From an optimization exercise on the open Yosys and OpenROAD flow, aimed at small area and a short achievable clock period; shortcuts taken in it are not production practice.
At most, simulation tests tie the RTL to the original design; equivalence was not proved.
Only the layout flow was run in run 2; the RTL was not checked for function there.
Power figures rest on the tool's default switching activity, not on a simulated workload.

**run.sh**
```bash
#!/bin/bash
# synth_recipe.tcl (not shown) runs the flow's synth.tcl, then flattens the netlist and writes it again
# the make line also repeats each setting of config.mk as NAME=value (left out here)
make -C /OpenROAD-flow-scripts/flow DESIGN_CONFIG=/design/flow/config.mk WORK_HOME=/design/flow/orfs CLKGATE_MAP_FILE= SYNTH_SCRIPT=/design/flow/synth_recipe.tcl finish
```
**design.v**
```verilog
package systolic_pkg;
    localparam int ARRAY_SIZE = 4;
    localparam int OPERAND_W  = 8;
    localparam int PRODUCT_W  = 16;
    localparam int DIGIT_W = 5;
    localparam logic [15:0] ACC_INIT = 16'h0AC0;
    localparam int DONE_AT = 16;    
endpackage
`timescale 1ns/1ps
module booth_recoder (
    input  logic       clk,
    input  logic       act,
    input  logic       hi,
    input  logic [7:0] b,
    output logic [4:0] dl,    
    output logic [4:0] dh     
);
    function automatic logic [4:0] encode(input logic [2:0] g, input logic en);
        logic one, two, neg;
        one = g[1] ^ g[0];
        two = (g[2] & ~g[1] & ~g[0]) | (~g[2] & g[1] & g[0]);
        neg = g[2];
        encode = en ? {~neg, one | two, neg, two, one} : 5'b0;
    endfunction
    logic [2:0] gl, gh;
    assign gh = hi ? b[7:5] : b[3:1];
    assign gl = hi ? b[5:3] : {b[1:0], 1'b0};
    always_ff @(posedge clk) begin
        dl <= encode(gl, act);
        dh <= encode(gh, act);
    end
endmodule
`timescale 1ns/1ps
module booth_multiplier (
    input  logic [7:0] a,
    input  logic [4:0] d,     
    output logic [8:0] row
);
    logic [8:0] a2;
    assign a2 = {a, 1'b0};
    for (genvar k = 0; k < 8; k++) begin : g_bit
        assign row[k] = ((d[0] & a[k]) | (d[1] & a2[k])) ^ d[2];
    end
    assign row[8] = (d[3] & a[7]) ^ d[4];
endmodule
`timescale 1ns/1ps
module mac_cell (
    input  logic        clk,
    input  logic        keep,
    input  logic        shift,
    input  logic        init,
    input  logic [7:0]  a,
    input  logic [4:0]  dl,
    input  logic [4:0]  dh,
    output logic [15:0] acc
);
    localparam logic [15:0] K = systolic_pkg::ACC_INIT;
    logic [8:0]  rl, rh;
    logic [15:0] f, s, c, sum;
    logic [19:0] acc_sh;
    logic [11:0] cy;       
    logic [3:0]  cs;       
    logic [3:0]  cin;
    logic [16:0] rip;
    logic [3:0]  cout;
    booth_multiplier u_rl (.a(a), .d(dl), .row(rl));
    booth_multiplier u_rh (.a(a), .d(dh), .row(rh));
    assign acc_sh = {acc, 4'b0};
    for (genvar k = 0; k < 16; k++) begin : g_fb
        assign f[k] = (keep & acc[k]) | (shift & acc_sh[k]) | (init & K[k]);
    end
    assign cin[0] = dl[2];
    assign cin[1] = keep & cs[1];
    assign cin[2] = (keep & cs[2]) | (shift & cs[1]);
    assign cin[3] = (keep & cs[3]) | (shift & cs[2]);
    assign s[1:0] = f[1:0];
    assign c[1:0] = rl[1:0];
    assign c[2]   = dh[2];
    assign cy[2:0] = '0;
    for (genvar k = 2; k <= 8; k++) begin : g_csa
        assign s[k]    = f[k] ^ rl[k] ^ rh[k-2];
        assign cy[k+1] = (f[k] & rl[k]) | (f[k] & rh[k-2]) | (rl[k] & rh[k-2]);
    end
    assign c[8:3] = cy[8:3];
    assign s[9]   = f[9] ^ rh[7] ^ cy[9];
    assign cy[10] = (f[9] & rh[7]) | (f[9] & cy[9]) | (rh[7] & cy[9]);
    assign s[10]  = f[10] ^ rh[8] ^ cy[10];
    assign cy[11] = (f[10] & rh[8]) | (f[10] & cy[10]) | (rh[8] & cy[10]);
    assign c[10:9] = '0;
    assign c[11]   = cy[11];
    assign c[15:12] = '0;
    assign s[15:11] = f[15:11];
    for (genvar k = 0; k < 16; k++) begin : g_cpa
        logic ci;
        if (k % 4 == 0) begin : g_first
            assign ci = cin[k/4];
        end else begin : g_next
            assign ci = rip[k];
        end
        assign sum[k]   = s[k] ^ c[k] ^ ci;
        assign rip[k+1] = (s[k] & c[k]) | (s[k] & ci) | (c[k] & ci);
    end
    assign rip[0] = 1'b0;
    assign cout = {rip[12], rip[8], rip[4], 1'b0};
    always_ff @(posedge clk) begin
        acc <= sum;
        cs  <= cout;
    end
endmodule
`timescale 1ns/1ps
module array_ctrl (
    input  logic       clk,
    input  logic       rst,
    output logic [3:0] load,       
    output logic       act_next,   
    output logic       hi_next,    
    output logic       keep,       
    output logic       shift,      
    output logic       init,       
    output logic       done
);
    logic [4:0] count;
    always_ff @(posedge clk or negedge rst) begin
        if (!rst) begin
            count <= '0;
            done  <= 1'b0;
        end else begin
            if (count != systolic_pkg::DONE_AT) count <= count + 1'b1;
            if (count == systolic_pkg::DONE_AT) done <= 1'b1;
        end
    end
    for (genvar n = 0; n < 4; n++) begin : g_load
        assign load[n] = (count <= n + 4);
    end
    assign act_next = (count >= 5) && (count <= 12);
    assign hi_next  = (count <= 8);
    always_ff @(posedge clk) begin
        init  <= (count == 5);
        shift <= (count == 9);
        keep  <= (count != 5) && (count != 9);
    end
endmodule
`timescale 1ns/1ps
module systolic_array (
    input  logic           clk,
    input  logic           rst,
    input  logic [31:0]    a_lanes,
    input  logic [31:0]    b_lanes,
    output logic [255:0]   c,
    output logic           done
);
    localparam int N = systolic_pkg::ARRAY_SIZE;
    logic [3:0]  load;
    logic        act_next, hi_next, keep, shift, init;
    logic [7:0]  ra [N][4];
    logic [7:0]  rb [N][4];
    logic [7:0]  a_tap [N];
    logic [4:0]  dl [N];
    logic [4:0]  dh [N];
    array_ctrl u_ctrl (
        .clk      (clk),
        .rst      (rst),
        .load     (load),
        .act_next (act_next),
        .hi_next  (hi_next),
        .keep     (keep),
        .shift    (shift),
        .init     (init),
        .done     (done)
    );
    for (genvar n = 0; n < N; n++) begin : g_lane
        always_ff @(posedge clk) begin
            ra[n][0] <= load[n] ? a_lanes[8*n +: 8] : ra[n][3];
            rb[n][0] <= load[n] ? b_lanes[8*n +: 8] : rb[n][3];
            for (int k = 1; k < 4; k++) begin
                ra[n][k] <= ra[n][k-1];
                rb[n][k] <= rb[n][k-1];
            end
        end
        assign a_tap[n] = ra[n][(4-n)%4];
        booth_recoder u_rec (
            .clk (clk),
            .act (act_next),
            .hi  (hi_next),
            .b   (rb[n][3-n]),
            .dl  (dl[n]),
            .dh  (dh[n])
        );
    end
    for (genvar i = 0; i < N; i++) begin : g_row
        for (genvar j = 0; j < N; j++) begin : g_col
            mac_cell u_cell (
                .clk   (clk),
                .keep  (keep),
                .shift (shift),
                .init  (init),
                .a     (a_tap[i]),
                .dl    (dl[j]),
                .dh    (dh[j]),
                .acc   (c[16*(4*i+j) +: 16])
            );
        end
    end
endmodule
```
**constraint.sdc**
```tcl
create_clock -name core_clock -period 5.5 [get_ports {clk}]
set_input_delay 1.1000 -clock core_clock [delete_from_list [all_inputs] [get_ports {clk}]]
set_output_delay 1.1000 -clock core_clock [all_outputs]
set_load 0.01 [all_outputs]
```
**config.mk**
```make
export PLATFORM = sky130hd
export DESIGN_NAME = systolic_array
export DESIGN_NICKNAME = systolic_array
export VERILOG_FILES = /design/flow/design.v
export SDC_FILE = /design/flow/constraint.sdc
export NUM_CORES = 4
export LEC_CHECK = 0
export CAP_MARGIN = 20
export CORE_MARGIN = 2
export CORE_UTILIZATION = 40
export SLEW_MARGIN = 20
```
==> results of run 1 <==
==> how the worst max path moves through the flow <==
stage                     cells after the start  slack, ns                                       to
after floorplan                               9       1.80  g_row[0].g_col[3].u_cell.acc[7]$_DFF_P_
after global placement                        8       1.53  g_row[0].g_col[1].u_cell.acc[7]$_DFF_P_
after detailed placement                      9       1.44  g_row[0].g_col[2].u_cell.acc[7]$_DFF_P_
after CTS                                    10       1.44  g_row[2].g_col[2].u_cell.acc[7]$_DFF_P_
after global routing                         10       1.27  g_row[2].g_col[2].u_cell.acc[7]$_DFF_P_
final                                        10       1.46  g_row[2].g_col[2].u_cell.acc[7]$_DFF_P_
==> power by group through the flow <==
stage / Sequential [mW] / Clock (mW) / Combinational [mW]
global route: 6.84 / 5.03 / 5.24
floorplan: 6.66 / 0 / 1.88
global placement: 6.80 / 0 / 4.62
detailed placement: 6.80 / 0 / 4.77
finish: 6.72 / 4.75 / 4.71
CTS: 6.72 / 4.85 / 4.80
==> synthesized netlist by cell type, types with 16 or more instances <==
library cell / count / area share
dfxtp_1: 603 / 0.40
fa_1: 288 / 0.19
a22oi_1: 272 / 0.068
xnor2_1: 220 / 0.064
inv_1: 210 / 0.026
clkbuf_1: 171 / 0.021
nand2_1: 119 / 0.015
a22o_1: 116 / 0.034
xor2_1: 100 / 0.029
ha_1: 84 / 0.035
mux2_2: 55 / 0.021
a221o_1: 48 / 0.016
buf_1: 45 / 0.0056
nor2_1: 38 / 0.0048
and2_1: 32 / 0.0067
a21oi_1: 20 / 0.0033
nand3_1: 19 / 0.0032
nand2b_1: 17 / 0.0036
a221oi_1: 16 / 0.0047
mux2i_1: 16 / 0.0054
==> flip-flops by register name (all words and copies together), names as in the netlist <==
name                    flops
g_lane.u_rec.dh            20
g_lane.u_rec.dl            20
g_row.g_col.u_cell.acc    256
g_row.g_col.u_cell.cs      48
ra                        128
rb                        128
u_ctrl.count                5
u_ctrl.done                 1
u_ctrl.init                 1
u_ctrl.keep                 1
u_ctrl.shift                1
==> metrics by stage <==
stage / total power, mW / utilization / area, µm² / std cells / setup WS, ns
global placement: 11.4 / 0.456 / 33900 / 3718 / 1.53
floorplan: 8.54 / - / 29900 / 2599 / 1.80
global route: 17.1 / 0.488 / 36200 / 3833 / 1.27
CTS: 16.4 / 0.488 / 36200 / 3833 / 1.44
detailed placement: 11.6 / 0.456 / 33900 / 3718 / 1.44
finish: 16.2 / 0.488 / 36200 / 3835 / 1.46
==> logic make-up (layout without fill, tap and decap cells) <==
family	count (synthesis)	after routing	share of synthesized area
AOI/OAI and AO/OA	498	498	0.136
xor gates and xnor gates	320	320	0.0937
adders and majority gates	372	372	0.228
buffers and inverters	447	712	0.0593
DFF	609	609	0.409
muxes	81	81	0.0298
other	0	2	0
and+or+nand+nor	272	272	0.0444
==> layout by cell type (no fill, tap or decap), types with 5 or more instances in the layout <==
cell,n
nor2b_1,9
inv_1,210
a21oi_1,20
xnor2_1,220
nand2_1,119
xor2_1,100
or3_1,12
dfxtp_2,6
dfrtp_1,6
nand2b_1,17
clkbuf_1,12
clkdlybuf4s50_1,322
bufinv_16,8
buf_4,59
nor3_1,5
a22o_1,116
nand3_1,19
mux2i_1,16
and2_1,32
ha_1,84
clkbuf_8,10
a22oi_1,272
a221oi_1,16
a221o_1,48
clkbuf_16,69
nor2_1,38
fa_1,288
mux2_1,10
dfxtp_1,595
a21oi_2,8
mux2_2,55
a211oi_2,8
==> layer usage <==
layer / global-route usage / vias to the layer above / routed length, µm
met5: 0 / - / 0
met4: 0.0920 / 0 / 3320
met3: 0.0479 / 160 / 6590
met2: 0.357 / 844 / 40000
met1: 0.309 / 10274 / 38000
li1: - / 9162 / -
==> final cells by class <==
class / count / share of cell area
Timing Repair Buffer: 383 / 0.102
Inverter: 214 / 0.0222
Clock buffer: 91 / 0.0527
Clock inverter: 24 / 0.0117
Sequential cell: 609 / 0.338
Antenna cell: 2 / 0.000138
Tap cell: 969 / 0.0335
Multi-Input combinational cell: 1543 / 0.440
==> results.json, run 1 <==
{
  "worst_pin_slew_ns": 1.16,
  "drtPass1Iterations": 8,
  "final_layout_size_suffix_gt1_frac": 0.0904,
  "grt_max_degree": 80,
  "cp-startpoint": "g_lane[2].u_rec.dh[2]$_SDFF_PN0_",
  "outcome": "finished clean",
  "drtAntennaViolNets": 0,
  "ys_dominant_reg_cell": "dfxtp_1",
  "fmaxAchievable_mhz": 248,
  "vdd.ir_drop.worst_v": 0.000219,
  "max_slew_vio_count": 0,
  "wire_length_of_the_first_global_routing_pass_mm": 134,
  "hpwlAfterDp_mm": 65.3,
  "layout.filler_cells": 6647,
  "netlist-cell-type-count": 47,
  "timing.critical_path.from_type": "flop",
  "synth.yosys.warnings": 12,
  "timing.hold.worst_endpoint": "rb[3][2]$_DFF_P_",
  "synth.cell_area_um2": 29900,
  "rsz0062_at_grt": "false",
  "cts-root-to-sink-buffers": 3,
  "postSynthNetCount": 3037,
  "final_nets": 3257,
  "io-pin-count": 323,
  "final.hold.worst_slack_ns": 0.310,
  "synthesis.instances": 2599,
  "cts_setup_buffers": 0,
  "worst_path_largest_cell_delay_ns": 0.52,
  "postCtsHoldBufs": 0,
  "htree_levels": 3,
  "synthArstFlopShare": 0.00985,
  "r2r_start": "g_lane[2].u_rec.dh[2]$_SDFF_PN0_",
  "ys_seq_elements": 609,
  "crit_arrival_ns": 4.53,
  "finalWeightedCongestion": 0.878,
  "final.period_utilization": 0.734,
  "root_buffer": "clkbuf_16",
  "wl_per_cell_um": 22.9,
  "final-seq-area_um2": 12200,
  "core_region_area_um2": 74200,
  "maxSlewHeadroom": 0.227,
  "maxCapViolations": 0,
  "setup-tns-final_ns": 0,
  "cts_buffers": 68,
  "area_growth_pct": 21.1,
  "finalWorstPathRequiredPeriod_ns": 4.04,
  "cp_slowest_cell": "clkinv_1",
  "via_count": 20440,
  "seqPwrFrac": 0.415,
  "die_width_um": 277,
  "cts_sinks": 609,
  "number_of_enable_type_register_cells_in_the_synthesized_netlist": 0,
  "drc_errors": 0,
  "clock_power_share": 0.293,
  "ys_seq_area_frac": 0.409,
  "fin_skew_ns": 0.0284,
  "worst_path_most_repeated_cell": "fa_1",
  "static-leakage-power_nw": 15.3,
  "first_global_vias": 21271,
  "initial_antenna_violation_count": 2,
  "die_area_um2": 76900,
  "die_y_extent_um": 277,
  "overall_global_routing_usage": 0.228,
  "detail_route.wirelength_mm": 87.9,
  "internal_power_mw": 11.0,
  "worstSkewPairLatency_ns": 0.63,
  "syn_area_per_cell_um2": 11.5,
  "final-setup-viol-count": 0,
  "critical_path.cell_chain": "buf_4 -> clkinv_1 -> buf_4 -> xnor2_1 -> fa_1 -> inv_1 -> fa_1 -> fa_1 -> fa_1 -> fa_1",
  "grt-ovfl-total": 0,
  "tritoncts_clock_tree": "yes",
  "post_cts_resize_count": 0,
  "multi_input_combinational_cell_area_um2": 15900,
  "switching_share": 0.320,
  "net-switching-power_mw": 5.19,
  "dr.first_iter.drc_count": 1804,
  "critPathMaxFanout": 21,
  "placementRows": 100,
  "min_from": "rb[2][2]$_DFF_P_",
  "worstSetupPathType": "flop to flop",
  "cp_top_family": "adder cells",
  "required_ns": 5.99,
  "critPathCaptureType": "flop",
  "io_buffers": 322,
  "initial_core_util": 0.403,
  "clkSlewWorstSetupHoldPaths_ns": 0.06,
  "cellPowerDensity_nw_per_um2": 447,
  "worst_hold_path.num_cells": 0,
  "worst_r2r_path_depth": 10,
  "cp.buffers_inverters": 4,
  "power.combinational.fraction": 0.291,
  "rr_endpoint": "g_row[2].g_col[2].u_cell.acc[7]$_DFF_P_",
  "min_path_type": "flop to flop",
  "timing_hold_violations_final": 0,
  "timing.reg2reg.setup_slack_ns": 1.46,
  "vias_per_cell": 5.33
}
==> run 2, diff against run 1 <==
--- a/design.v
+++ b/design.v
@@ -82,23 +82,15 @@
         assign cy[k+1] = (f[k] & rl[k]) | (f[k] & rh[k-2]) | (rl[k] & rh[k-2]);
     end
     assign c[8:3] = cy[8:3];
-    assign s[9]   = f[9] ^ rh[7] ^ cy[9];
-    assign cy[10] = (f[9] & rh[7]) | (f[9] & cy[9]) | (rh[7] & cy[9]);
-    assign s[10]  = f[10] ^ rh[8] ^ cy[10];
-    assign cy[11] = (f[10] & rh[8]) | (f[10] & cy[10]) | (rh[8] & cy[10]);
-    assign c[10:9] = '0;
-    assign c[11]   = cy[11];
+    assign s[9]   = f[9] ^ rh[7];
+    assign cy[10] = f[9] & rh[7];
+    assign s[10]  = f[10] ^ rh[8];
+    assign cy[11] = f[10] & rh[8];
+    assign c[11:9] = cy[11:9];
     assign c[15:12] = '0;
     assign s[15:11] = f[15:11];
-    for (genvar k = 0; k < 16; k++) begin : g_cpa
-        logic ci;
-        if (k % 4 == 0) begin : g_first
-            assign ci = cin[k/4];
-        end else begin : g_next
-            assign ci = rip[k];
-        end
-        assign sum[k]   = s[k] ^ c[k] ^ ci;
-        assign rip[k+1] = (s[k] & c[k]) | (s[k] & ci) | (c[k] & ci);
+    for (genvar b = 0; b < 4; b++) begin : g_cpa
+        assign {rip[4*b+4], sum[4*b +: 4]} = {1'b0, s[4*b +: 4]} + {1'b0, c[4*b +: 4]} + {4'b0, cin[b]};
     end
     assign rip[0] = 1'b0;
     assign cout = {rip[12], rip[8], rip[4], 1'b0};
@@ -132,12 +124,12 @@
     for (genvar n = 0; n < 4; n++) begin : g_load
         assign load[n] = (count <= n + 4);
     end
-    assign act_next = (count >= 5) && (count <= 12);
-    assign hi_next  = (count <= 8);
+    assign act_next = (count >= 4) && (count <= 11);
+    assign hi_next  = (count <= 7);
     always_ff @(posedge clk) begin
-        init  <= (count == 5);
-        shift <= (count == 9);
-        keep  <= (count != 5) && (count != 9);
+        init  <= (count == 4);
+        shift <= (count == 8);
+        keep  <= (count != 4) && (count != 8);
     end
 endmodule
 `timescale 1ns/1ps
@@ -153,7 +145,8 @@
     logic [3:0]  load;
     logic        act_next, hi_next, keep, shift, init;
     logic [7:0]  ra [N][4];
-    logic [7:0]  rb [N][4];
+    logic [3:0]  rb_lo [N][4];
+    logic [3:0]  rb_hi [N][3];
     logic [7:0]  a_tap [N];
     logic [4:0]  dl [N];
     logic [4:0]  dh [N];
@@ -171,18 +164,30 @@
     for (genvar n = 0; n < N; n++) begin : g_lane
         always_ff @(posedge clk) begin
             ra[n][0] <= load[n] ? a_lanes[8*n +: 8] : ra[n][3];
-            rb[n][0] <= load[n] ? b_lanes[8*n +: 8] : rb[n][3];
-            for (int k = 1; k < 4; k++) begin
-                ra[n][k] <= ra[n][k-1];
-                rb[n][k] <= rb[n][k-1];
+            for (int k = 1; k < 4; k++) ra[n][k] <= ra[n][k-1];
+        end
+        assign a_tap[n] = ra[n][3-n];
+        logic [3:0] lo_in;
+        logic [7:0] b_rd;
+        assign lo_in = load[n] ? b_lanes[8*n +: 4] : rb_lo[n][3];
+        always_ff @(posedge clk) begin
+            rb_lo[n][0] <= lo_in;
+            for (int k = 1; k < 4; k++) rb_lo[n][k] <= rb_lo[n][k-1];
+        end
+        if (n == 3) begin : g_rd_in
+            assign b_rd = {b_lanes[8*n+4 +: 4], lo_in};
+        end else begin : g_rd_ring
+            always_ff @(posedge clk) begin
+                rb_hi[n][0] <= b_lanes[8*n+4 +: 4];
+                for (int k = 1; k <= 2 - n; k++) rb_hi[n][k] <= rb_hi[n][k-1];
             end
-        end
-        assign a_tap[n] = ra[n][(4-n)%4];
+            assign b_rd = {rb_hi[n][2-n], rb_lo[n][2-n]};
+        end
         booth_recoder u_rec (
             .clk (clk),
             .act (act_next),
             .hi  (hi_next),
-            .b   (rb[n][3-n]),
+            .b   (b_rd),
             .dl  (dl[n]),
             .dh  (dh[n])
         );
==> flow/run.sh (new file) <==
#!/bin/bash
# The standard layout (standard.sh, unchanged synthesis and steps), except
# that the port buffers are plain buffers instead of the delay buffers
# buffer_ports picks by default. make's full output goes to standard_make.log.
set -euo pipefail
export BUFFER_PORTS_ARGS="-buffer_cell sky130_fd_sc_hd__buf_1"
bash standard.sh > standard_make.log 2>&1
==> standard.sh (new file) <==
#!/bin/bash
# synth_recipe.tcl (not shown) runs the flow's synth.tcl, then flattens the netlist and writes it again
# the make line also repeats each setting of config.mk as NAME=value (left out here)
make -C /OpenROAD-flow-scripts/flow DESIGN_CONFIG=/design/flow/config.mk WORK_HOME=/design/flow/orfs CLKGATE_MAP_FILE= SYNTH_SCRIPT=/design/flow/synth_recipe.tcl "${@:-finish}"
--- a/config.mk
+++ b/config.mk
@@ -8,4 +8,5 @@
 export CAP_MARGIN = 20
 export CORE_MARGIN = 2
 export CORE_UTILIZATION = 40
+export SETUP_SLACK_MARGIN = 3.0
 export SLEW_MARGIN = 20
removed: run.sh
==> run 2 against run 1 <==
  * Combinational power about the same
  * Die area up 6.3%
  * Area after synthesis up 6.4%
  * Routed wire length up 29%
  * Clock skew down 0.0043 ns
  * Sequential share of layout area down 6.1 points
  * Non-clock buffer count up 283
==> results.json, run 2 <==
{
  "outcome": "finished clean",
  "finalWeightedCongestion": 0.870,
  "switching_share": 0.353,
  "vias_per_cell": 5.53,
  "area_fraction_in_and_or_nand_and_nor_cells_after_synthesis": 0.0719,
  "timing_hold_violations_final": 0,
  "worstSkewPairLatency_ns": 0.63,
  "io_buffers": 322,
  "fin_ws_ns": 2.89,
  "fin_skew_ns": 0.0241,
  "initial_antenna_violation_count": 5,
  "die_y_extent_um": 286,
  "share_of_the_synthesized_area_in_the_top_cell_type": 0.354,
  "setup-tns-final_ns": 0,
  "clkSlewWorstSetupHoldPaths_ns": 0.06,
  "synthTopCellsByCount": "563 x dfxtp_1, 318 x inv_1, 299 x a22oi_1",
  "internal_power_mw": 10.5,
  "cts_buffers": 69,
  "static-leakage-power_nw": 18.2,
  "final_cell_mix": "508 x dfxtp_1, 315 x buf_1, 275 x inv_1, 219 x xnor2_1, 207 x buf_4",
  "cp-startpoint": "u_ctrl.keep$_DFF_P_",
  "placementRows": 103,
  "postCtsHoldBufs": 0,
  "seqPwrFrac": 0.392,
  "ranking_of_synthesized_cells_by_area": "dfxtp_1 35%, fa_1 12%, ha_1 8.3%",
  "synth-adder-area-share": 0.204,
  "die_width_um": 286,
  "largest_register": "g_row.g_col.u_cell.acc",
  "wl_per_cell_um": 24.0,
  "netlist-cell-type-count": 63,
  "final-setup-viol-count": 0,
  "drtPass1Iterations": 5,
  "final_layout_size_suffix_gt1_frac": 0.257,
  "power.combinational.fraction": 0.290,
  "grt_max_degree": 46,
  "synthesized_area_fraction_occupied_by_ao_oa_aoi_and_oai_cells": 0.157,
  "r2r_start": "u_ctrl.keep$_DFF_P_",
  "finalWorstPathRequiredPeriod_ns": 2.61,
  "min_from": "ra[5][1]$_DFF_P_",
  "postSynthNetCount": 3582,
  "main_combinational_cell_family_by_area_after_synthesis": "adder cells",
  "io-pin-count": 323,
  "syn_area_per_cell_um2": 10.2,
  "synth.yosys.warnings": 14,
  "synthMostInstantiatedCell": "dfxtp_1",
  "dr.first_iter.drc_count": 2789,
  "clock_power_share": 0.318,
  "drc_errors": 0,
  "synthesis.instances": 3112,
  "die_area_um2": 81800,
  "timing.critical_path.from_type": "flop",
  "cellPowerDensity_nw_per_um2": 387,
  "ys_seq_elements": 569,
  "synth.cell_area_um2": 31800,
  "critPathCaptureType": "flop",
  "crit_arrival_ns": 3.13,
  "xor_xnor_portion_of_the_synthesized_cell_area": 0.115,
  "final_nets": 4082,
  "detailedPlace.worstSlack_ns": 1.97,
  "maxCapViolations": 0,
  "max_slew_vio_count": 0,
  "synthArstFlopShare": 0.0105,
  "critPathMaxFanout": 9,
  "htree_levels": 3,
  "first_global_vias": 24481,
  "core_region_area_um2": 78900,
  "ys_seq_area_frac": 0.359,
  "worstSetupPathType": "flop to flop",
  "rsz0062_at_grt": "true",
  "cts-root-to-sink-buffers": 3,
  "net-switching-power_mw": 5.72,
  "grt-ovfl-total": 0,
  "fmaxAchievable_mhz": 383,
  "worst_pin_slew_ns": 0.664,
  "root_buffer": "clkbuf_16",
  "ys_dominant_reg_cell": "dfxtp_1",
  "synth_area_leader_cell": "dfxtp_1",
  "drtAntennaViolNets": 0,
  "largest_register_ff_count": 256,
  "final.period_utilization": 0.475,
  "initial_core_util": 0.403,
  "required_ns": 6.02,
  "vdd.ir_drop.worst_v": 0.000220,
  "detail_route.wirelength_mm": 113,
  "min_path_type": "flop to flop",
  "overall_global_routing_usage": 0.260,
  "number_of_enable_type_register_cells_in_the_synthesized_netlist": 0,
  "area_growth_pct": 31.7,
  "top_regs": "g_row.g_col.u_cell.acc (256), ra (128), rb_lo (64)",
  "post_synth_mux_area_share": 0.0204,
  "hpwlAfterDp_mm": 69.2,
  "timing.reg2reg.setup_slack_ns": 2.89,
  "via_count": 26092,
  "tritoncts_clock_tree": "yes",
  "cts_sinks": 569,
  "wire_length_of_the_first_global_routing_pass_mm": 160,
  "mostFrequentLayoutCell": "dfxtp_1",
  "maxSlewHeadroom": 0.551
}
==> run 2: layer usage <==
layer / wire (µm) / up-vias / track usage
li1: - / 11661 / -
met1: 48700 / 12738 / 0.374
met2: 46500 / 1415 / 0.371
met4: 5710 / 8 / 0.106
met3: 12500 / 270 / 0.0631
met5: 46 / - / 0
==> run 2: final cells by class <==
type	count	area [µm²]
fillers	6869	37000
multi-input cells	1984	19800
flip-flops and latches	569	11600
repair buffers	666	5360
clock buffers	86	1940
well taps	1050	1310
inverters	321	1240
clock inverters	41	631
repair inverters	1	7.51
diodes	1	2.50
==> run 2: kinds of logic after synthesis <==
family,after synthesis
buffers and inverters,559
AND/OR/NAND/NOR,447
flip-flops,569
multiplexers,60
XOR/XNOR,416
adder cells (fa/ha/maj),404
AO/OA/AOI/OAI,657
==> run 2: worst paths after layout <==
kind / to / cells after the start
min: ra[6][1]$_DFF_P_ / 0
max in group asynchronous: u_ctrl.count[4]$_DFFE_PN0P_ / 1
max: g_row[2].g_col[1].u_cell.cs[3]$_DFF_P_ / 8
min reg2reg: ra[6][1]$_DFF_P_ / 0
max reg2reg: g_row[2].g_col[1].u_cell.cs[3]$_DFF_P_ / 8
min in group asynchronous: u_ctrl.done$_DFFE_PN0N_ / 1
==> run 2: stage by stage <==
stage,power [mW],cell area (µm²),util,instances,hold WS (ns)
3_3_place_gp,10.6,34200,0.434,4306,0.310
4_1_cts,16.0,39800,0.504,4615,0.322
6_report,16.2,41900,0.531,4719,0.321
5_1_grt,17.1,41900,0.531,4718,0.323
3_5_place_dp,10.7,34200,0.434,4306,0.312
2_1_floorplan,8.82,32500,-,3112,0.310
==> run 2: critical path, stage by stage (launching register included) <==
cell and delay [ns]:
dfxtp_4 0.37, buf_12 0.16, buf_16 0.16, a221o_1 0.36, fa_2 0.38, fa_2 0.39, fa_2 0.37, a21o_1 0.17
a21o_1 0.14
==> run 2: power by group through the flow <==
stage | sequential [mW] | clock [mW] | combinational, mW
finish | 6.35 | 5.15 | 4.70
floorplan | 6.24 | 0 | 2.58
detailed placement | 6.40 | 0 | 4.32
global route | 6.42 | 5.40 | 5.25
global placement | 6.40 | 0 | 4.21
CTS | 6.29 | 5.23 | 4.47
==> run 2: what timing repair did <==
action,CTS,global route
setup endpoints to repair,246,156
buffers inserted,164,95
cloned,18,8
gates resized for setup,261,252
pin swaps,64,163
==> run 3, diff against run 2 <==
--- a/design.v
+++ b/design.v
@@ -90,7 +90,18 @@
     assign c[15:12] = '0;
     assign s[15:11] = f[15:11];
     for (genvar b = 0; b < 4; b++) begin : g_cpa
-        assign {rip[4*b+4], sum[4*b +: 4]} = {1'b0, s[4*b +: 4]} + {1'b0, c[4*b +: 4]} + {4'b0, cin[b]};
+        logic [3:0] p, g;
+        logic [4:0] cc;
+        assign p = s[4*b +: 4] ^ c[4*b +: 4];
+        assign g = s[4*b +: 4] & c[4*b +: 4];
+        assign cc[0] = cin[b];
+        assign cc[1] = g[0] | (p[0] & cin[b]);
+        assign cc[2] = g[1] | (p[1] & g[0]) | (p[1] & p[0] & cin[b]);
+        assign cc[3] = g[2] | (p[2] & g[1]) | (p[2] & p[1] & g[0]) | (p[2] & p[1] & p[0] & cin[b]);
+        assign cc[4] = g[3] | (p[3] & g[2]) | (p[3] & p[2] & g[1]) | (p[3] & p[2] & p[1] & g[0])
+                     | (p[3] & p[2] & p[1] & p[0] & cin[b]);
+        assign sum[4*b +: 4] = p ^ cc[3:0];
+        assign rip[4*b+4] = cc[4];
     end
     assign rip[0] = 1'b0;
     assign cout = {rip[12], rip[8], rip[4], 1'b0};
--- a/config.mk
+++ b/config.mk
@@ -8,5 +8,7 @@
 export CAP_MARGIN = 20
 export CORE_MARGIN = 2
 export CORE_UTILIZATION = 40
+export CTS_BUF_LIST = sky130_fd_sc_hd__clkbuf_4 sky130_fd_sc_hd__clkbuf_8
+export CTS_CLUSTER_SIZE = 16
 export SETUP_SLACK_MARGIN = 3.0
 export SLEW_MARGIN = 20
==> run 3 against run 2 <==
  * Critical path depth rose by 2
  * Still clean
  * Area after synthesis rose by 1.2%
  * Critical endpoint is now g_row[1].g_col[2].u_cell.acc[7]$_DFF_P_
  * Routed wire length fell by 4.1%
  * Highest routed layer unchanged
  * Critical path type unchanged
==> results.json, run 3 <==
{
  "drc_errors": 0,
  "area_growth_pct": 25.9,
  "ranking_of_synthesized_cells_by_area": "dfxtp_1 35%, ha_1 11%, fa_1 9.0%",
  "worstSkewPairLatency_ns": 0.74,
  "synth.yosys.warnings": 14,
  "fin_ws_ns": 2.95,
  "switching_share": 0.379,
  "wire_length_of_the_first_global_routing_pass_mm": 152,
  "detail_route.wirelength_mm": 109,
  "worstSetupPathType": "flop to flop",
  "finish.utilization": 0.506,
  "final_nets": 4101,
  "timing_hold_violations_final": 0,
  "finalWorstPathRequiredPeriod_ns": 2.55,
  "synthesis.instances": 3187,
  "tritoncts_clock_tree": "yes",
  "htree_levels": 3,
  "root_buffer": "clkbuf_8",
  "layout.cell_area.non_filler_um2": 40500,
  "outcome": "finished clean",
  "max_slew_vio_count": 0,
  "worst_pin_slew_ns": 1.00,
  "final-seq-area_um2": 11700,
  "rsz0062_at_grt": "true",
  "detailedPlace.worstSlack_ns": 2.21,
  "worst_r2r_path_depth": 10,
  "largest_register_ff_count": 256,
  "internal_power_mw": 10.1,
  "core_region_area_um2": 80000,
  "rr_endpoint": "g_row[1].g_col[2].u_cell.acc[7]$_DFF_P_",
  "largest_register": "g_row.g_col.u_cell.acc",
  "synth.cell_area_um2": 32200,
  "via_count": 25747,
  "drtAntennaViolNets": 0,
  "placementRows": 104,
  "drtPass1Iterations": 6,
  "die_width_um": 288,
  "die_area_um2": 82700,
  "net-switching-power_mw": 6.19,
  "postCtsHoldBufs": 0,
  "crit_arrival_ns": 3.19,
  "r2r_start": "u_ctrl.keep$_DFF_P_",
  "final.period_utilization": 0.463,
  "hpwlAfterDp_mm": 69.7,
  "number_of_enable_type_register_cells_in_the_synthesized_netlist": 0,
  "share_of_the_synthesized_area_in_the_top_cell_type": 0.350,
  "maxCapViolations": 0,
  "finalWeightedCongestion": 0.841,
  "synthTopCellsByCount": "563 x dfxtp_1, 352 x a22oi_1, 276 x ha_1",
  "timing.critical_path.from_type": "flop",
  "netlist-cell-type-count": 62,
  "cp-startpoint": "u_ctrl.keep$_DFF_P_",
  "final_layout_size_suffix_gt1_frac": 0.238,
  "final_cell_mix": "462 x dfxtp_1, 277 x a22oi_1, 261 x buf_1, 247 x xnor2_1, 246 x ha_1",
  "cellPowerDensity_nw_per_um2": 403,
  "top_regs": "g_row.g_col.u_cell.acc (256), ra (128), rb_lo (64)",
  "vias_per_cell": 5.42,
  "syn_area_per_cell_um2": 10.1,
  "grt_max_degree": 52,
  "clkSlewWorstSetupHoldPaths_ns": 0.06,
  "final.hold.worst_slack_ns": 0.265,
  "synthArstFlopShare": 0.0105,
  "min_path_type": "primary input to asynchronous set/reset pin",
  "postSynthNetCount": 3673,
  "ys_dominant_reg_cell": "dfxtp_1",
  "timing.reg2reg.setup_slack_ns": 2.95,
  "io-pin-count": 323,
  "synthMostInstantiatedCell": "dfxtp_1",
  "cts_sinks": 569,
  "initial_core_util": 0.402,
  "setup-tns-final_ns": 0,
  "grt-ovfl-total": 0,
  "clock_power_share": 0.259,
  "dr.first_iter.drc_count": 2217,
  "maxSlewHeadroom": 0.324,
  "critPathCaptureType": "flop",
  "first_global_vias": 24046,
  "multi_input_combinational_cell_area_um2": 20000,
  "static-leakage-power_nw": 18.0,
  "die_y_extent_um": 288,
  "vdd.ir_drop.worst_v": 0.000228,
  "ys_seq_area_frac": 0.355,
  "postPlaceCellArea_um2": 34500,
  "fin_skew_ns": 0.0464,
  "power.combinational.fraction": 0.332,
  "wl_per_cell_um": 22.9,
  "critPathMaxFanout": 8,
  "synth_area_leader_cell": "dfxtp_1",
  "initial_antenna_violation_count": 6,
  "critical_path.endpoint": "g_row[1].g_col[2].u_cell.acc[7]$_DFF_P_",
  "overall_global_routing_usage": 0.246,
  "final-setup-viol-count": 0,
  "cts_buffers": 99,
  "placed_cells": 4371,
  "layout.filler_cells": 7354,
  "io_buffers": 322,
  "cts-root-to-sink-buffers": 3,
  "mostFrequentLayoutCell": "dfxtp_1",
  "required_ns": 6.14,
  "instances_no_fill": 4750,
  "power.total_mw": 16.3,
  "seqPwrFrac": 0.409,
  "ys_seq_elements": 569,
  "fmaxAchievable_mhz": 392
}
run 3: changes by cell type after synthesis, moves of 28 or more:
cell	previous run	this run
ha_1	212	276
xor2_1	180	241
a22o_1	85	32
a22oi_1	299	352
inv_1	318	265
fa_1	192	144
a21oi_1	61	100
nand2_1	181	218
nor2b_1	37	0
nand2b_1	38	2
and2_1	15	49
clkbuf_1	111	145
buf_2	82	54
run 3: cell type report:
class / count / area share
timing repair buffer: 570 / 0.106
antenna: 3 / 0.000185
inverter: 265 / 0.0246
tap: 1060 / 0.0328
multi-input combinational: 2110 / 0.494
clock inverter: 25 / 0.00670
clock buffer: 148 / 0.0467
sequential: 569 / 0.289
run 3: what timing repair did:
item,in CTS,in global routing
pin swaps,7,131
setup buffers,90,95
gates cloned,9,9
resized for setup,275,229
setup endpoints to repair,316,126
run 3: cells by family after synthesis:
group / Yosys count / share of synthesized area
AO/OA/AOI/OAI: 757 / 0.174
XOR/XNOR: 488 / 0.133
adder cells (fa/ha/maj): 420 / 0.197
buffers and inverters: 510 / 0.0632
flip-flops: 569 / 0.355
multiplexers: 53 / 0.0179
AND/OR/NAND/NOR: 390 / 0.0598
run 3: worst min path at each step:
stage / end / startpoint / cells after the start
2_1_floorplan: ra[11][0]$_DFF_P_ / ra[10][0]$_DFF_P_ / 0
3_3_place_gp: rb_lo[13][3]$_DFF_P_ / rb_lo[12][3]$_DFF_P_ / 0
3_5_place_dp: ra[11][2]$_DFF_P_ / ra[10][2]$_DFF_P_ / 0
4_1_cts: u_ctrl.done$_DFFE_PN0N_ / rst / 1
5_1_grt: u_ctrl.count[2]$_DFFE_PN0P_ / rst / 1
6_report: u_ctrl.done$_DFFE_PN0N_ / rst / 1
run 3: power by group through the flow:
stage               logic [mW]  registers, mW  clock network (mW)
global route              6.02           6.76                4.51
floorplan                 3.09           6.45                   0
CTS                       5.13           6.61                4.33
detailed placement        5.01           6.66                   0
finish                    5.42           6.67                4.23
global placement          4.91           6.66                   0
run 3: critical path, stage by stage, from the launching register on:
cell and delay (ns):
dfxtp_4 0.37, buf_12 0.14, buf_8 0.13, buf_16 0.14, buf_8 0.14, a221oi_1 0.38, fa_1 0.48, inv_1 0.08
ha_1 0.25, a21oi_2 0.20, xnor2_1 0.13
run 3: per-layer routing:
layer,global-route usage,vias to the layer above,routed length (µm)
li1,-,11861,-
met1,0.343,12583,48100
met2,0.356,1109,46300
met3,0.0653,188,10200
met4,0.104,6,4110
met5,0,-,46
==> run 4, diff against run 3 <==
--- a/config.mk
+++ b/config.mk
@@ -8,7 +8,7 @@
 export CAP_MARGIN = 20
 export CORE_MARGIN = 2
 export CORE_UTILIZATION = 40
-export CTS_BUF_LIST = sky130_fd_sc_hd__clkbuf_4 sky130_fd_sc_hd__clkbuf_8
-export CTS_CLUSTER_SIZE = 16
+export CTS_BUF_LIST = sky130_fd_sc_hd__clkbuf_8
+export CTS_CLUSTER_SIZE = 24
 export SETUP_SLACK_MARGIN = 3.0
 export SLEW_MARGIN = 20
==> run 4 against run 3 <==
  * Still clean on timing, DRC and antenna
  * Worst setup slack gained 0.046 ns
  * Via count grew 0.28%
  * Clock skew shrank 0.0022 ns
  * Register-to-register slack gained 0.05 ns
  * Synthesized cell count is the same
  * Sequential cell count is the same
  * Fmax grew 1.8%
  * Sequential share of layout area grew 0.063 points
  * Routed wire length shrank 0.35%
  * Sequential power is essentially flat
  * Critical endpoint is now g_row[0].g_col[2].u_cell.acc[7]$_DFF_P_
  * Largest cell class unchanged
  * Largest power group unchanged
==> results.json, run 4 <==
{
  "final.period_utilization": 0.455,
  "rr_endpoint": "g_row[0].g_col[2].u_cell.acc[7]$_DFF_P_",
  "largest_register_ff_count": 256,
  "vias_per_cell": 5.44,
  "drtPass1Iterations": 8,
  "fmaxAchievable_mhz": 400,
  "tritoncts_clock_tree": "yes",
  "worstSkewPairLatency_ns": 0.75,
  "setup-tns-final_ns": 0,
  "postSynthNetCount": 3673,
  "max_slew_vio_count": 0,
  "final_cell_mix": "463 x dfxtp_1, 272 x a22oi_1, 268 x inv_1, 262 x buf_1, 247 x xnor2_1",
  "fin_skew_ns": 0.0442,
  "io_buffers": 322,
  "ys_seq_area_frac": 0.355,
  "synthTopCellsByCount": "563 x dfxtp_1, 352 x a22oi_1, 276 x ha_1",
  "number_of_enable_type_register_cells_in_the_synthesized_netlist": 0,
  "critPathMaxFanout": 5,
  "wire_length_of_the_first_global_routing_pass_mm": 153,
  "postCtsHoldBufs": 0,
  "die_width_um": 288,
  "cts_buffers": 99,
  "synth.yosys.warnings": 14,
  "root_buffer": "clkbuf_8",
  "crit_arrival_ns": 3.16,
  "maxCapViolations": 0,
  "mostFrequentLayoutCell": "dfxtp_1",
  "required_ns": 6.16,
  "rsz0062_at_grt": "true",
  "critPathCaptureType": "flop",
  "maxSlewHeadroom": 0.319,
  "cts-root-to-sink-buffers": 3,
  "finish.utilization": 0.505,
  "worst_pin_slew_ns": 1.01,
  "largest_register": "g_row.g_col.u_cell.acc",
  "detail_route.wirelength_mm": 108,
  "cts_sinks": 569,
  "wl_per_cell_um": 22.8,
  "die_y_extent_um": 288,
  "multi_input_combinational_cell_area_um2": 20000,
  "initial_antenna_violation_count": 7,
  "min_path_type": "primary input to asynchronous set/reset pin",
  "worst_r2r_path_depth": 10,
  "synthMostInstantiatedCell": "dfxtp_1",
  "timing.reg2reg.setup_slack_ns": 3.00,
  "synth.cell_area_um2": 32200,
  "final-setup-viol-count": 0,
  "finalWorstPathRequiredPeriod_ns": 2.50,
  "clkSlewWorstSetupHoldPaths_ns": 0.06,
  "core_region_area_um2": 80000,
  "share_of_the_synthesized_area_in_the_top_cell_type": 0.350,
  "critical_path.endpoint": "g_row[0].g_col[2].u_cell.acc[7]$_DFF_P_",
  "initial_core_util": 0.402,
  "placementRows": 104,
  "synthesis.instances": 3187,
  "synthArstFlopShare": 0.0105,
  "ys_dominant_reg_cell": "dfxtp_1",
  "synth_area_leader_cell": "dfxtp_1",
  "static-leakage-power_nw": 17.9,
  "ys_seq_elements": 569,
  "syn_area_per_cell_um2": 10.1,
  "final_layout_size_suffix_gt1_frac": 0.229,
  "grt-ovfl-total": 0,
  "io-pin-count": 323,
  "drc_errors": 0,
  "cellPowerDensity_nw_per_um2": 400,
  "final-seq-area_um2": 11700,
  "layout.filler_cells": 7357,
  "final_nets": 4092,
  "hpwlAfterDp_mm": 69.7,
  "timing_hold_violations_final": 0,
  "via_count": 25819,
  "r2r_start": "g_lane[2].u_rec.dl[0]$_SDFF_PN0_",
  "worstSetupPathType": "flop to flop",
  "die_area_um2": 82700,
  "timing.critical_path.from_type": "flop",
  "outcome": "finished clean",
  "grt_max_degree": 51,
  "finalWeightedCongestion": 0.841,
  "ranking_of_synthesized_cells_by_area": "dfxtp_1 35%, ha_1 11%, fa_1 9.0%",
  "netlist-cell-type-count": 62,
  "cp-startpoint": "g_lane[2].u_rec.dl[0]$_SDFF_PN0_",
  "htree_levels": 3,
  "overall_global_routing_usage": 0.246,
  "dr.first_iter.drc_count": 2096,
  "drtAntennaViolNets": 0,
  "top_regs": "g_row.g_col.u_cell.acc (256), ra (128), rb_lo (64)",
  "first_global_vias": 24032,
  "area_growth_pct": 25.6,
  "vdd.ir_drop.worst_v": 0.000225
}
-- run 4: layout make-up --
cell class,count,area share
Timing Repair Buffer,561,0.106
Tap cell,1060,0.0328
Antenna cell,7,0.000434
Sequential cell,569,0.290
Clock inverter,48,0.00886
Inverter,265,0.0246
Clock buffer,125,0.0426
Multi-Input combinational cell,2110,0.495
-- run 4: repair_timing --
item,in CTS,in global routing
pin swaps,10,144
endpoints found under the setup margin,314,122
setup buffers,88,84
gates resized for setup,280,213
cloned,10,12
-- run 4: kinds of logic after synthesis --
family	count (synthesis)	synth area share
flops	569	0.355
simple gates	390	0.0598
xor+xnor	488	0.133
mux	53	0.0179
buf+inv	510	0.0632
fa+ha+maj	420	0.197
compound gates	757	0.174
-- run 4: how the worst min path moves through the flow --
stage	from	to	slack, ns	cells after the start
floorplan	ra[10][0]$_DFF_P_	ra[11][0]$_DFF_P_	0.31	0
global placement	rb_lo[12][3]$_DFF_P_	rb_lo[13][3]$_DFF_P_	0.31	0
detailed placement	ra[10][2]$_DFF_P_	ra[11][2]$_DFF_P_	0.31	0
CTS	rst	u_ctrl.done$_DFFE_PN0N_	0.21	1
global route	rst	u_ctrl.count[2]$_DFFE_PN0P_	0.26	1
finish	rst	u_ctrl.done$_DFFE_PN0N_	0.26	1
-- run 4: worst max-delay path: stages, from the launching register on --
cell	delay [ns]
dfxtp_4	0.38
buf_4	0.16
a22oi_1	0.23
xor2_1	0.26
fa_1	0.48
inv_1	0.11
ha_1	0.25
a41oi_2	0.18
nand2_1	0.08
a21oi_2	0.17
xnor2_1	0.13
-- run 4: where the power goes --
| group | leakage, nW | internal [mW] | switching [mW] | total, mW |
|---|---|---|---|---|
| logic | 12.0 | 2.46 | 2.97 | 5.43 |
| registers | 4.82 | 5.28 | 1.37 | 6.66 |
| clock network | 1.15 | 2.23 | 1.84 | 4.07 |
| total | 17.9 | 9.98 | 6.19 | 16.2 |
-- run 4: per-layer routing --
metal | track usage | up-vias | share of wire
li1 | - | 11843 | -
met5 | 0 | - | 0.00042
met4 | 0.104 | 6 | 0.041
met1 | 0.342 | 12543 | 0.44
met2 | 0.356 | 1214 | 0.42
met3 | 0.0662 | 213 | 0.098
-- run 4: metrics by stage --
step                hold slack, ns  worst slack (ns)  cells  instance area [µm²]  total power, mW
floorplan                    0.310              2.93   3187                32800             9.54
global placement             0.310              2.24   4371                34500             11.6
detailed placement           0.312              2.21   4371                34500             11.7
CTS                          0.215              2.95   4642                38400             15.9
global route                 0.263              2.85   4743                40400             17.1
finish                       0.255              3.00   4745                40400             16.2
==> run 5, diff against run 4 <==
--- a/config.mk
+++ b/config.mk
@@ -8,7 +8,5 @@
 export CAP_MARGIN = 20
 export CORE_MARGIN = 2
 export CORE_UTILIZATION = 40
-export CTS_BUF_LIST = sky130_fd_sc_hd__clkbuf_8
-export CTS_CLUSTER_SIZE = 24
-export SETUP_SLACK_MARGIN = 3.0
+export SETUP_SLACK_MARGIN = 3.3
 export SLEW_MARGIN = 20
==> run 5 against run 4 <==
  * Worst setup slack got worse by 0.074 ns
  * Sequential power rose by 3.5%
  * Sequential share of layout area fell by 3.9 points
  * Still clean on timing, DRC and antenna
  * Sequential cell count did not move
  * Design area up 21%
  * Die area did not move
  * Critical path depth is the same
  * Hold slack improved by 0.058 ns
==> results.json, run 5 <==
{
  "outcome": "finished clean",
  "area_growth_pct": 51.5,
  "vdd.ir_drop.worst_v": 0.000232,
  "die_y_extent_um": 288,
  "io_buffers": 322,
  "placementRows": 104,
  "postSynthNetCount": 3673,
  "vias_per_cell": 5.66,
  "synthesis.instances": 3187,
  "initial_antenna_violation_count": 10,
  "synth_area_leader_cell": "dfxtp_1",
  "hpwlAfterDp_mm": 69.5,
  "worst_pin_slew_ns": 0.719,
  "cp_slowest_cell": "fa_1",
  "netlist-cell-type-count": 62,
  "final.hold.worst_slack_ns": 0.314,
  "timing_hold_violations_final": 0,
  "core_region_area_um2": 80000,
  "syn_area_per_cell_um2": 10.1,
  "mostFrequentLayoutCell": "buf_4",
  "final_nets": 4459,
  "die_area_um2": 82700,
  "maxCapViolations": 0,
  "cts_buffers": 69,
  "fin_ws_ns": 2.92,
  "clkSlewWorstSetupHoldPaths_ns": 0.06,
  "ranking_of_synthesized_cells_by_area": "dfxtp_1 35%, ha_1 11%, fa_1 9.0%",
  "rsz0062_at_grt": "true",
  "timing.critical_path.from_type": "flop",
  "ys_seq_elements": 569,
  "finalWorstPathRequiredPeriod_ns": 2.58,
  "finalWeightedCongestion": 0.884,
  "initial_core_util": 0.402,
  "setup-tns-final_ns": 0,
  "ys_seq_area_frac": 0.355,
  "critPathCaptureType": "flop",
  "detail_route.wirelength_mm": 131,
  "grt-ovfl-total": 0,
  "required_ns": 6.07,
  "max_slew_vio_count": 0,
  "cts_sinks": 569,
  "finish.utilization": 0.609,
  "synthArstFlopShare": 0.0105,
  "worst_path_largest_cell_delay_ns": 0.54,
  "wire_length_of_the_first_global_routing_pass_mm": 180,
  "final_cell_mix": "408 x buf_4, 280 x buf_6, 259 x dfxtp_1, 244 x xnor2_1, 211 x xor2_1",
  "synth.yosys.warnings": 14,
  "cts-root-to-sink-buffers": 3,
  "synthMostInstantiatedCell": "dfxtp_1",
  "cp.buffers_inverters": 2,
  "critPathMaxFanout": 8,
  "grt_max_degree": 50,
  "synthTopCellsByCount": "563 x dfxtp_1, 352 x a22oi_1, 276 x ha_1",
  "min_path_type": "flop to flop",
  "cellPowerDensity_nw_per_um2": 424,
  "htree_levels": 3,
  "final-setup-viol-count": 0,
  "static-leakage-power_nw": 21.3,
  "cp_top_family": "adder cells",
  "number_of_enable_type_register_cells_in_the_synthesized_netlist": 0,
  "ys_dominant_reg_cell": "dfxtp_1",
  "overall_global_routing_usage": 0.293,
  "largest_register_ff_count": 256,
  "wl_per_cell_um": 25.8,
  "final.period_utilization": 0.469,
  "critical_path.cell_chain": "buf_12 -> a22oi_2 -> xor2_2 -> fa_1 -> inv_2 -> ha_4 -> a41oi_2 -> nand2_1 -> a21oi_2 -> xnor2_1",
  "share_of_the_synthesized_area_in_the_top_cell_type": 0.350,
  "die_width_um": 288,
  "top_regs": "g_row.g_col.u_cell.acc (256), ra (128), rb_lo (64)",
  "fmaxAchievable_mhz": 388,
  "root_buffer": "clkbuf_16",
  "drtAntennaViolNets": 0,
  "drtPass1Iterations": 5,
  "drc_errors": 0,
  "worstSkewPairLatency_ns": 0.64,
  "dr.first_iter.drc_count": 2989,
  "via_count": 28809,
  "synth.cell_area_um2": 32200,
  "crit_arrival_ns": 3.14,
  "fin_skew_ns": 0.0380,
  "maxSlewHeadroom": 0.521,
  "worstSetupPathType": "flop to flop",
  "largest_register": "g_row.g_col.u_cell.acc",
  "final_layout_size_suffix_gt1_frac": 0.479,
  "detailedPlace.worstSlack_ns": 2.33,
  "first_global_vias": 26956,
  "tritoncts_clock_tree": "yes",
  "io-pin-count": 323
}
-- run 5: cell types whose count changed in the layout (fill, tap and decap cells not counted), moves of 50 or more --
cell	delta
buf_4	+268
a21oi_1	-50
clkbuf_8	-118
inv_1	-59
a22oi_1	-81
dfxtp_2	+102
clkbuf_16	+69
buf_6	+254
dfxtp_4	+102
dfxtp_1	-204
ha_1	-67
a22oi_2	+81
buf_1	-196
ha_4	+64
-- run 5: metrics by stage --
stage / instances / cell area, µm² / total power [mW]
final: 5086 / 48700 / 20.6
after global routing: 5085 / 48700 / 21.6
after CTS: 4964 / 46000 / 19.7
after detailed placement: 4374 / 35000 / 11.8
after global placement: 4374 / 35000 / 11.8
after floorplan: 3187 / 33500 / 9.70
-- run 5: worst reg2reg max path: stages (launching register included) --
cell and delay [ns]:
dfxtp_4 0.38, buf_12 0.17, a22oi_2 0.21, xor2_2 0.30, fa_1 0.54, inv_2 0.12
ha_4 0.20, a41oi_2 0.23, nand2_1 0.10, a21oi_2 0.17, xnor2_1 0.13
-- run 5: worst paths after layout --
kind	end	depth (start not counted)	start	slack, ns
worst max-delay path	g_row[2].g_col[1].u_cell.acc[7]$_DFF_P_	10	g_lane[1].u_rec.dh[0]$_SDFF_PN0_	2.92
worst min-delay path	rb_lo[1][2]$_DFF_P_	0	rb_lo[0][2]$_DFF_P_	0.31
worst max register to register	g_row[2].g_col[1].u_cell.acc[7]$_DFF_P_	10	g_lane[1].u_rec.dh[0]$_SDFF_PN0_	2.92
worst min register to register	rb_lo[1][2]$_DFF_P_	0	rb_lo[0][2]$_DFF_P_	0.31
max in group asynchronous	u_ctrl.count[1]$_DFFE_PN0P_	1	rst	4.82
min in group asynchronous	u_ctrl.done$_DFFE_PN0N_	1	rst	0.38
-- run 5: repair_timing --
action	CTS	global route
buffers inserted	427	113
hold buffers	0	0
resized for setup	1295	306
cloned	40	8
setup endpoints to repair	539	380
pin swaps	198	301
-- run 5: kinds of logic after synthesis --
| group | Yosys count | share of synthesized area |
|---|---|---|
| xor gates and xnor gates | 488 | 0.133 |
| DFF | 569 | 0.355 |
| muxes | 53 | 0.0179 |
| adders and majority gates | 420 | 0.197 |
| buffers and inverters | 510 | 0.0632 |
| and+or+nand+nor | 390 | 0.0598 |
| AOI/OAI and AO/OA | 757 | 0.174 |
-- run 5: final cells by class --
type	count	area (µm²)
fill	6088	31300
multi-input combinational	2111	22100
sequential	569	12200
timing repair buffer	957	9880
clock buffer	95	1960
tap	1060	1330
inverter	265	995
clock inverter	28	268
antenna	1	2.50
-- run 5: report_power, final --
part	leakage (nW)	switching (mW)	internal (mW)
clock	1.09	1.92	2.65
sequential	4.85	1.26	5.62
combinational	15.4	4.24	4.94
-- run 5: metal layers --
layer	wire length, µm	share of wire	GRT usage
met2	54000	0.41	0.427
met4	8400	0.064	0.131
met1	53400	0.41	0.407
met5	111	0.00085	0
met3	15100	0.12	0.0724
==> run 6, diff against run 5 <==
--- a/config.mk
+++ b/config.mk
@@ -8,5 +8,5 @@
 export CAP_MARGIN = 20
 export CORE_MARGIN = 2
 export CORE_UTILIZATION = 40
-export SETUP_SLACK_MARGIN = 3.3
+export SETUP_SLACK_MARGIN = 2.6
 export SLEW_MARGIN = 20
==> run 6 against run 5 <==
  * Die area did not move
  * Highest routed layer unchanged
  * Sequential cell count did not move
  * Synthesized cell count did not move
==> results.json, run 6 <==
{
  "worstSetupPathType": "flop to flop",
  "min_path_type": "flop to flop",
  "postSynthNetCount": 3673,
  "max_slew_vio_count": 0,
  "initial_antenna_violation_count": 4,
  "worstSkewPairLatency_ns": 0.60,
  "largest_register_ff_count": 256,
  "vdd.ir_drop.worst_v": 0.000223,
  "vias_per_cell": 5.38,
  "power.total_mw": 16.1,
  "worst_path_most_repeated_cell": "buf_16",
  "cp_slowest_cell": "fa_1",
  "static-leakage-power_nw": 16.7,
  "htree_levels": 3,
  "final-setup-viol-count": 0,
  "worst_hold_path.num_cells": 0,
  "finalWeightedCongestion": 0.863,
  "cts-root-to-sink-buffers": 3,
  "core_region_area_um2": 80000,
  "maxCapViolations": 0,
  "ys_seq_area_frac": 0.355,
  "detail_route.wirelength_mm": 100,
  "synthesis.instances": 3187,
  "cellPowerDensity_nw_per_um2": 432,
  "number_of_enable_type_register_cells_in_the_synthesized_netlist": 0,
  "placed_cells": 4382,
  "detailedPlace.worstSlack_ns": 2.02,
  "critPathMaxFanout": 21,
  "tritoncts_clock_tree": "yes",
  "initial_core_util": 0.402,
  "overall_global_routing_usage": 0.234,
  "wire_length_of_the_first_global_routing_pass_mm": 146,
  "cts_buffers": 67,
  "setup-tns-final_ns": 0,
  "timing.critical_path.from_type": "flop",
  "synthTopCellsByCount": "563 x dfxtp_1, 352 x a22oi_1, 276 x ha_1",
  "die_area_um2": 82700,
  "drtAntennaViolNets": 0,
  "wl_per_cell_um": 22.0,
  "io-pin-count": 323,
  "dr.first_iter.drc_count": 1904,
  "top_regs": "g_row.g_col.u_cell.acc (256), ra (128), rb_lo (64)",
  "critical_path.cell_chain": "buf_4 -> buf_16 -> buf_16 -> a221o_1 -> fa_1 -> ha_1 -> a21oi_1 -> o21ai_0 -> xor2_1",
  "r2r_start": "u_ctrl.shift$_DFF_P_",
  "final.period_utilization": 0.508,
  "via_count": 24494,
  "final_layout_size_suffix_gt1_frac": 0.0920,
  "min_from": "rb_lo[4][1]$_DFF_P_",
  "die_width_um": 288,
  "rr_endpoint": "g_row[2].g_col[2].u_cell.acc[11]$_DFF_P_",
  "synth.yosys.warnings": 14,
  "layout.cell_area.non_filler_um2": 37200,
  "instances_no_fill": 4551,
  "postPlaceCellArea_um2": 34100,
  "outcome": "finished clean",
  "timing_hold_violations_final": 0,
  "ys_seq_elements": 569,
  "synthMostInstantiatedCell": "dfxtp_1",
  "area_growth_pct": 15.7,
  "worst_path_largest_cell_delay_ns": 0.45,
  "netlist-cell-type-count": 62,
  "share_of_the_synthesized_area_in_the_top_cell_type": 0.350,
  "cts_sinks": 569,
  "syn_area_per_cell_um2": 10.1,
  "placementRows": 104,
  "mostFrequentLayoutCell": "dfxtp_1",
  "root_buffer": "clkbuf_16",
  "final_nets": 3925,
  "hpwlAfterDp_mm": 70.6,
  "largest_register": "g_row.g_col.u_cell.acc",
  "die_y_extent_um": 288,
  "fin_ws_ns": 2.70,
  "synth_area_leader_cell": "dfxtp_1",
  "drtPass1Iterations": 5,
  "worst_r2r_path_depth": 9,
  "fin_skew_ns": 0.0265,
  "final.hold.worst_slack_ns": 0.318,
  "postCtsHoldBufs": 0,
  "maxSlewHeadroom": 0.363,
  "finish.utilization": 0.465,
  "grt-ovfl-total": 0,
  "synthArstFlopShare": 0.0105,
  "rsz0062_at_grt": "true",
  "final_cell_mix": "520 x dfxtp_1, 352 x a22oi_1, 322 x buf_1, 276 x ha_1, 265 x inv_1",
  "finalWorstPathRequiredPeriod_ns": 2.80,
  "grt_max_degree": 62,
  "critPathCaptureType": "flop",
  "synth.cell_area_um2": 32200,
  "io_buffers": 322,
  "required_ns": 5.96,
  "ranking_of_synthesized_cells_by_area": "dfxtp_1 35%, ha_1 11%, fa_1 9.0%",
  "timing.hold.worst_endpoint": "rb_lo[5][1]$_DFF_P_",
  "clkSlewWorstSetupHoldPaths_ns": 0.06,
  "fmaxAchievable_mhz": 358,
  "crit_arrival_ns": 3.26,
  "ys_dominant_reg_cell": "dfxtp_1",
  "worst_pin_slew_ns": 0.943,
  "first_global_vias": 22797,
  "timing.reg2reg.setup_slack_ns": 2.70,
  "drc_errors": 0
}
## run 6: power by group
group          switching [mW]  leakage (nW)  internal (mW)  total, mW
Combinational            2.80          10.8           2.11       4.90
Sequential               1.36          4.81           5.22       6.59
Clock                    1.82          1.11           2.75       4.57
## run 6: final cells by class
class | count | area [µm²]
timing repair buffer | 428 | 2340
multi-input combinational | 2108 | 18700
tap | 1060 | 1330
antenna | 1 | 2.50
sequential | 569 | 11600
inverter | 265 | 995
clock buffer | 100 | 2070
fill | 7610 | 42800
clock inverter | 20 | 200
## run 6: layer usage
layer	up-vias	share of wire	global-route usage	wire length, µm
met3	136	0.089	0.0566	8930
li1	11502	-	-	-
met2	941	0.42	0.330	41800
met5	-	0.00041	0	41
met4	6	0.029	0.0801	2870
met1	11909	0.47	0.345	46700
## run 6: kinds of logic (layout without fill, tap and decap cells)
kind of cell    Yosys count  count (layout)  share of synthesized area
other cells               0               1                          0
fa+ha+maj               420             420                      0.197
mux                      53              53                     0.0179
buf+inv                 510             813                     0.0632
xor+xnor                488             488                      0.133
simple gates            390             390                     0.0598
compound gates          757             757                      0.174
flops                   569             569                      0.355
## run 6: worst max-delay path, delay by kind of cell (launching register included)
kind                       cells  cell delay [ns]
AOI/OAI and AO/OA              3             0.81
adders and majority gates      2             0.79
buffers and inverters          3             0.51
DFF                            1             0.42
xor gates and xnor gates       1             0.11
## run 6: what timing repair did
action | 4_1_cts | 5_1_grt
setup endpoints to repair | 133 | 57
hold endpoints to repair | 0 | 0
resized for setup | 48 | 42
cloned | 1 | 1
setup buffers | 10 | 36
pin swaps | 0 | 1
## run 6: how the worst max path moves through the flow
stage                                           startpoint                                       end  slack, ns  depth (start not counted)
after global placement                 u_ctrl.keep$_DFF_P_   g_row[1].g_col[3].u_cell.acc[7]$_DFF_P_       2.04                          9
after floorplan                        u_ctrl.keep$_DFF_P_   g_row[0].g_col[0].u_cell.acc[7]$_DFF_P_       2.53                         13
after CTS                 g_lane[1].u_rec.dl[0]$_SDFF_PN0_   g_row[3].g_col[1].u_cell.acc[7]$_DFF_P_       2.63                         10
after detailed placement               u_ctrl.keep$_DFF_P_   g_row[1].g_col[3].u_cell.acc[7]$_DFF_P_       2.02                          9
after global routing                   u_ctrl.keep$_DFF_P_   g_row[0].g_col[3].u_cell.acc[7]$_DFF_P_       2.59                          9
final                                 u_ctrl.shift$_DFF_P_  g_row[2].g_col[2].u_cell.acc[11]$_DFF_P_       2.70                          9
==> run 7, diff against run 6 <==
--- a/config.mk
+++ b/config.mk
@@ -8,5 +8,5 @@
 export CAP_MARGIN = 20
 export CORE_MARGIN = 2
 export CORE_UTILIZATION = 40
-export SETUP_SLACK_MARGIN = 2.6
+export SETUP_SLACK_MARGIN = 3.0
 export SLEW_MARGIN = 20
==> run 7 against run 6 <==
  * Utilization grew 3.7 points
  * Sequential power is essentially flat
  * Clock power grew 3%
  * Hold slack gained 0.0012 ns
  * Via count grew 4.8%
  * Die area is the same
  * Fmax grew 10%
  * First-iteration DRC count grew 18%
  * Synthesized cell count is the same
  * Combinational power grew 8.0%
  * Highest routed layer unchanged
==> results.json, run 7 <==
{
  "post_synth_mux_area_share": 0.0179,
  "ys_seq_elements": 569,
  "synth.yosys.warnings": 14,
  "io_buffers": 322,
  "synth.cell_area_um2": 32200,
  "via_count": 25658,
  "cp_top_family": "adder cells",
  "io-pin-count": 323,
  "groute.layer.met1.usage": 0.348,
  "clkSlewWorstSetupHoldPaths_ns": 0.06,
  "tritoncts_clock_tree": "yes",
  "required_ns": 6.06,
  "power.combinational.fraction": 0.319,
  "crit_arrival_ns": 3.09,
  "cp.buffers_inverters": 2,
  "globalRoute.busiestLayer": "met2",
  "critical_path_depth": 10,
  "worstSkewPairLatency_ns": 0.63,
  "final_cell_mix": "505 x dfxtp_1, 318 x buf_1, 277 x a22oi_1, 256 x ha_1, 250 x inv_1",
  "final-setup-viol-count": 0,
  "number_of_enable_type_register_cells_in_the_synthesized_netlist": 0,
  "mostFrequentLayoutCell": "dfxtp_1",
  "ys_dominant_reg_cell": "dfxtp_1",
  "grt-ovfl-total": 0,
  "vias_per_cell": 5.47,
  "synthMostInstantiatedCell": "dfxtp_1",
  "core_region_area_um2": 80000,
  "final_nets": 4062,
  "root_buffer": "clkbuf_16",
  "largest_register_ff_count": 256,
  "drc_errors": 0,
  "max_slew_vio_count": 0,
  "maxCapViolations": 0,
  "postPlaceCellArea_um2": 34500,
  "grt_max_degree": 52,
  "worst_r2r_path_depth": 10,
  "critPathMaxFanout": 10,
  "area_fraction_in_and_or_nand_and_nor_cells_after_synthesis": 0.0598,
  "maxSlewHeadroom": 0.374,
  "fmaxAchievable_mhz": 394,
  "outcome": "finished clean",
  "initial_antenna_violation_count": 6,
  "synthTopCellsByCount": "563 x dfxtp_1, 352 x a22oi_1, 276 x ha_1",
  "switching_share": 0.373,
  "die_area_um2": 82700,
  "grt_use_met2": 0.360,
  "initial_core_util": 0.402,
  "seqPwrFrac": 0.398,
  "fin_skew_ns": 0.0360,
  "synthesis.instances": 3187,
  "timing.reg2reg.setup_slack_ns": 2.96,
  "synth-adder-area-share": 0.197,
  "final_layout_size_suffix_gt1_frac": 0.188,
  "die_width_um": 288,
  "main_combinational_cell_family_by_area_after_synthesis": "adder cells",
  "synthesized_area_fraction_occupied_by_ao_oa_aoi_and_oai_cells": 0.174,
  "share_of_the_synthesized_area_in_the_top_cell_type": 0.350,
  "drtAntennaViolNets": 0,
  "cellPowerDensity_nw_per_um2": 412,
  "min_path_type": "flop to flop",
  "postSynthNetCount": 3673,
  "netlist-cell-type-count": 62,
  "cts-root-to-sink-buffers": 3,
  "hpwlAfterDp_mm": 69.7,
  "cts_buffers": 68,
  "syn_area_per_cell_um2": 10.1,
  "static-leakage-power_nw": 17.8,
  "final.period_utilization": 0.461,
  "timing_hold_violations_final": 0,
  "setup-tns-final_ns": 0,
  "critPathCaptureType": "flop"
}
## run 7: cell counts after synthesis
No cell type changed its count.
## run 7: cells by family after synthesis
logic type / after synthesis
compound gates: 757
xor+xnor: 488
fa+ha+maj: 420
buf+inv: 510
flops: 569
mux: 53
simple gates: 390
## run 7: per-layer routing
metal,share of wire,vias up
met5,0.00042,-
met4,0.034,6
met3,0.086,184
met2,0.43,1119
met1,0.45,12575
li1,-,11774
## run 7: power by group through the flow
stage	registers, mW	clock network (mW)	logic [mW]
floorplan	6.45	0	3.09
global placement	6.66	0	4.91
detailed placement	6.66	0	5.01
CTS	6.55	4.77	5.08
global route	6.69	4.95	5.89
finish	6.61	4.69	5.29
## run 7: final timing paths
kind                                                        from                                      end
worst max-delay path            g_lane[1].u_rec.dh[0]$_SDFF_PN0_  g_row[0].g_col[1].u_cell.acc[7]$_DFF_P_
worst min-delay path                           ra[14][7]$_DFF_P_                        ra[15][7]$_DFF_P_
worst max register to register  g_lane[1].u_rec.dh[0]$_SDFF_PN0_  g_row[0].g_col[1].u_cell.acc[7]$_DFF_P_
worst min register to register                 ra[14][7]$_DFF_P_                        ra[15][7]$_DFF_P_
max in group asynchronous                                    rst              u_ctrl.count[0]$_DFFE_PN0P_
min in group asynchronous                                    rst                  u_ctrl.done$_DFFE_PN0N_
## run 7: layout make-up
| cell class | instances | area, µm² |
|---|---|---|
| clock buffer | 92 | 1980 |
| sequential | 569 | 11600 |
| multi-input combinational | 2110 | 19800 |
| inverter | 265 | 995 |
| antenna | 2 | 5.00 |
| fill | 7364 | 39800 |
| timing repair buffer | 562 | 4110 |
| clock inverter | 31 | 355 |
| tap | 1060 | 1330 |
## run 7: timing repair
| item | 4_1_cts | 5_1_grt |
|---|---|---|
| setup buffers | 92 | 80 |
| endpoints found under the setup margin | 223 | 112 |
| hold buffers | 0 | 0 |
| pin swaps | 6 | 94 |
| resized for setup | 151 | 186 |
| cloned | 6 | 17 |
## run 7: per-stage QoR
stage | instances | setup WS (ns) | hold WS, ns | util
final | 4691 | 2.96 | 0.320 | 0.502
after floorplan | 3187 | 2.93 | 0.310 | -
after global placement | 4371 | 2.24 | 0.310 | 0.431
after global routing | 4689 | 2.86 | 0.325 | 0.502
after CTS | 4592 | 2.96 | 0.320 | 0.479
after detailed placement | 4371 | 2.21 | 0.312 | 0.431

-- static timing again, ports no longer ideal --
How much do the figures lean on ideal ports? The routed layouts below were timed once more, with nothing changed but the port constraints.
Step 1, drivers: a clkbuf_16 drives clk and a buf_2 each remaining input, both assumed.
Step 2 times the ports against the registers' clock, not the clock port: input delays grow and output delays shrink by t, the midpoint of the rising clock arrivals with the driver on.
Three values: ideal ports, drivers, drivers and shift; two values: the first two.
run | shift t [ns] | setup WS [ns]
run 1 | 0.679 | 1.463 / 1.463 / 1.463
run 2 | 0.680 | 2.886 / 2.886 / 2.886
run 3 | 0.786 | 2.951 / 2.951 / 2.951
run 4 | 0.788 | 2.997 / 2.970 / 2.997
run 5 | 0.696 | 2.923 / 2.923 / 2.923
run 6 | 0.657 | 2.704 / 2.704 / 2.704
run 7 | 0.677 | 2.962 / 2.947 / 2.962
After both steps every run listed still meets setup and hold.
